Source: an optimization exercise on an open RTL-to-GDS flow (aim: small area, a short achievable clock period and few clock cycles per item). Production flows keep margins and buffers that such runs may drop.
In this exercise RTL edits were held to simulation tests only and were not proved equivalent to the original.

## the reference run
==> flow/design.v (excerpt) <==
module idct_t_stage (
	input logic CLOCK_50_I,
	input logic Resetn,
	input logic req,
	output logic ack,
	input logic [5:0] block_row,
	input logic [5:0] block_col,
	input logic [15:0] sram_read_data,
	output logic [17:0] sram_address,
	output logic [15:0] sram_write_data,
	output logic sram_we_n
);
==> flow/config.mk <==
export PLATFORM = sky130hd
export DESIGN_NAME = idct_t_stage
export DESIGN_NICKNAME = idct_t_stage
export VERILOG_FILES = /design/flow/design.v
export SDC_FILE = /design/flow/constraint.sdc
export NUM_CORES = 4
export LEC_CHECK = 0
export CAP_MARGIN = 20
export CORE_MARGIN = 2
export CORE_UTILIZATION = 40
export CTS_CLUSTER_DIAMETER = 150
export CTS_CLUSTER_SIZE = 28
export SLEW_MARGIN = 20
==> flow/constraint.sdc <==
create_clock -name core_clock -period 10.0 [get_ports {CLOCK_50_I}]
set_input_delay 2.0000 -clock core_clock [delete_from_list [all_inputs] [get_ports {CLOCK_50_I}]]
set_output_delay 2.0000 -clock core_clock [all_outputs]
set_load 0.01 [all_outputs]
standard.sh (not shown) runs the stock make flow with config.mk's settings and CLKGATE_MAP_FILE= SYNTH_SCRIPT=/design/flow/synth_recipe.tcl, a recipe that flattens the netlist after the stock synthesis.
==> flow/flow/run.sh <==
#!/bin/bash
set -euo pipefail
bash standard.sh SETUP_SLACK_MARGIN=6.9 finish > flow.log 2>&1
Testbench counts of the reference run, summed over its fixed seeds: cycles 28,784, blocks 192.
Setup changes, the reference run to the trial run
Settings: swapping 28 for 24 in CTS_CLUSTER_SIZE.
==> flow/flow/run.sh <==
#!/bin/bash
set -euo pipefail
bash standard.sh SETUP_SLACK_MARGIN=7.0 finish > flow.log 2>&1
--- outcome ---
No run among the reference run and the trial run stopped early or left any final violation; all are clean.
Compared to the reference run, the trial run has final critical-path setup slack 0.014 ns lower.
Between the trial run and the reference run, the area taken by flip-flops and latches figures differ only marginally.
Time the worst path needs with I/O delays and setup was higher in the trial run than in the reference run.
Compared with the reference run, number of buffers added by the clock tree synthesis step in the trial run increased by more than 10%.
Between the reference run and the trial run, final area is lower for the reference run, the trial run comes in above that.
Going from the reference run to the trial run, maximum clock frequency shrank slightly.
Between the trial run and the reference run, it is the trial run whose clock tree buffer count of the final layout is higher, by 5.
Between the trial run and the reference run, the mean cell area of the mapped netlist figures differ only marginally.
| fraction of the cycle the final worst path needs | the reference run vs the trial run | ≈ equal |

---

Another version of the RTL of idct_t_stage (not shown whole).
For scale: roughly 2300 cells after synthesis, about 460 flip-flops, ~67 I/O pins.
==> flow/config.mk <==
export PLATFORM = sky130hd
export DESIGN_NAME = idct_t_stage
export DESIGN_NICKNAME = idct_t_stage
export VERILOG_FILES = /design/flow/design.v
export SDC_FILE = /design/flow/constraint.sdc
export NUM_CORES = 4
export LEC_CHECK = 0
export CAP_MARGIN = 20
export CORE_MARGIN = 2
export CORE_UTILIZATION = 40
export CTS_CLUSTER_DIAMETER = 150
export CTS_CLUSTER_SIZE = 24
export SLEW_MARGIN = 20
==> flow/constraint.sdc <==
create_clock -name core_clock -period 10.0 [get_ports {CLOCK_50_I}]
set_input_delay 2.0000 -clock core_clock [delete_from_list [all_inputs] [get_ports {CLOCK_50_I}]]
set_output_delay 2.0000 -clock core_clock [all_outputs]
set_load 0.01 [all_outputs]
==> flow/flow/run.sh <==
#!/bin/bash
set -euo pipefail
bash standard.sh SETUP_SLACK_MARGIN=6.8 finish > flow.log 2>&1
The baseline went through all stages and came out clean.
Testbench counts at the start, summed over its fixed seeds: cycles 28,784, blocks 192.
==> next run, changes <==
==> flow/flow/run.sh (replaced) <==
#!/bin/bash
set -euo pipefail
bash standard.sh SETUP_SLACK_MARGIN=7.3 finish > flow.log 2>&1
Effect:
- The changed run completed without violations
- setup slack gets better by 23 ps
- non-clock buffer count climbs by 102

---

Setup of run P:
Starting RTL as in the previous note.
export LEC_CHECK = 0
export CAP_MARGIN = 20
export CORE_MARGIN = 2
export CORE_UTILIZATION = 40
export CTS_CLUSTER_DIAMETER = 150
export CTS_CLUSTER_SIZE = 24
export SLEW_MARGIN = 20
create_clock -name core_clock -period 10.0 [get_ports {CLOCK_50_I}]
==> flow/flow/run.sh <==
#!/bin/bash
set -euo pipefail
bash standard.sh SETUP_SLACK_MARGIN=7 finish > flow.log 2>&1
Run P finished all stages; the layout is clean.
Testbench counts of run P, summed over its fixed seeds: cycles 28,784, blocks 192.
The following lists how run C was set up differently from run P:
==> flow/flow/run.sh <==
#!/bin/bash
set -euo pipefail
bash standard.sh SETUP_SLACK_MARGIN=6.9 finish > flow.log 2>&1
Findings:
Diff run P -> run C: wire length now smaller.
Timing endpoint of the critical path = o_s[9]$_DFF_P_: run C; timing endpoint of the critical path = sram_we_n: run P
Changes observed in run C relative to run P: setup slack decreased 0.020 ns; non-clock buffer count decreased 19; vias after detailed routing now smaller; number of flip-flops and latches barely changed.
Run C ends up with a share of the clock period used by the worst path that is 0.20 points higher than in run P.
~same number of global-route vias before repair in run P and run C
Run C ended up with flop to flop as its critical path start-end classification; run P ended up with flop to output pin.
A worst setup path startpoint of we_q$_DFF_PN0_ is what run P shows, while om[3]$_SDFF_PN0_ belongs to run C.

---

Setup of pine:
idct_t_stage with an RTL version that a note above also has.
Size in the first run: roughly 2600 cells after synthesis, roughly 460 flip-flops, ~0.024 mm² of cells after synthesis.
clock: 10.0 ns
lec_check: 0
abc_area: 1
cap_margin: 20
core_margin: 2
core_utilization: 40
cts_cluster_diameter: 150
cts_cluster_size: 24
slew_margin: 20
==> flow/flow/run.sh <==
#!/bin/bash
set -euo pipefail
bash standard.sh SETUP_SLACK_MARGIN=6.9 finish > flow.log 2>&1
Testbench counts of pine, summed over its fixed seeds: cycles 28,784, blocks 192.
Relative to pine, the following input files were edited for maple:
diff --git a/flow/config.mk b/flow/config.mk
--- a/flow/config.mk
+++ b/flow/config.mk
@@ -8 +7,0 @@
-export ABC_AREA = 1
@@ -13,0 +13 @@
+export PLACE_DENSITY = 0.75
Findings:
Sequential share of layout area: maple > pine. Relative to pine, maple improves wire length of the first global-routing pass. maple has number of non-clock buffers above what pine had. pine has a higher wire length on met2 than maple.

-- re-timing with driven ports --
In the flow no input, the clock included, has a driving cell. The finished layouts below were timed again as built, in two steps. Step 1, drivers: a clkbuf_16 drives CLOCK_50_I and a buf_2 each remaining input, both assumed. Step 2 adds t to the input delays and takes it off the output delays; t is the mean of the earliest and latest rising clock arrival at the registers after step 1. Input paths then give back, and output paths get back, about the clock's delay inside the block. Three values: no drivers, after step 1, after step 2; two values: the first two.
| run | shift t [ns] | slack for setup (ns) | worst register clock-pin slew, ns |
|---|---|---|---|
| the reference run | 0.604 | 6.897 / 6.842 / 6.466 | 0.11 / 0.11 |
| the trial run | 0.629 | 6.884 / 6.827 / 6.524 | 0.11 / 0.11 |
| the first run of note 2 | 0.617 | 6.851 / 6.793 / 6.329 | 0.10 / 0.10 |
| the second run of note 2 | 0.637 | 6.874 / 6.810 / 6.653 | 0.11 / 0.11 |
| run P | 0.607 | 6.911 / 6.860 / 6.475 | 0.11 / 0.11 |
| run C | 0.607 | 6.892 / 6.861 / 6.493 | 0.10 / 0.10 |
| pine | 0.615 | 6.897 / 6.837 / 6.504 | 0.11 / 0.11 |
| maple | 0.624 | 6.881 / 6.823 / 6.497 | 0.10 / 0.10 |
After both steps setup and hold are still met in every run listed. For the first run of note 2, which loses most, drivers alone change the setup slack by -0.058 ns; drivers and shift together by -0.522 ns.
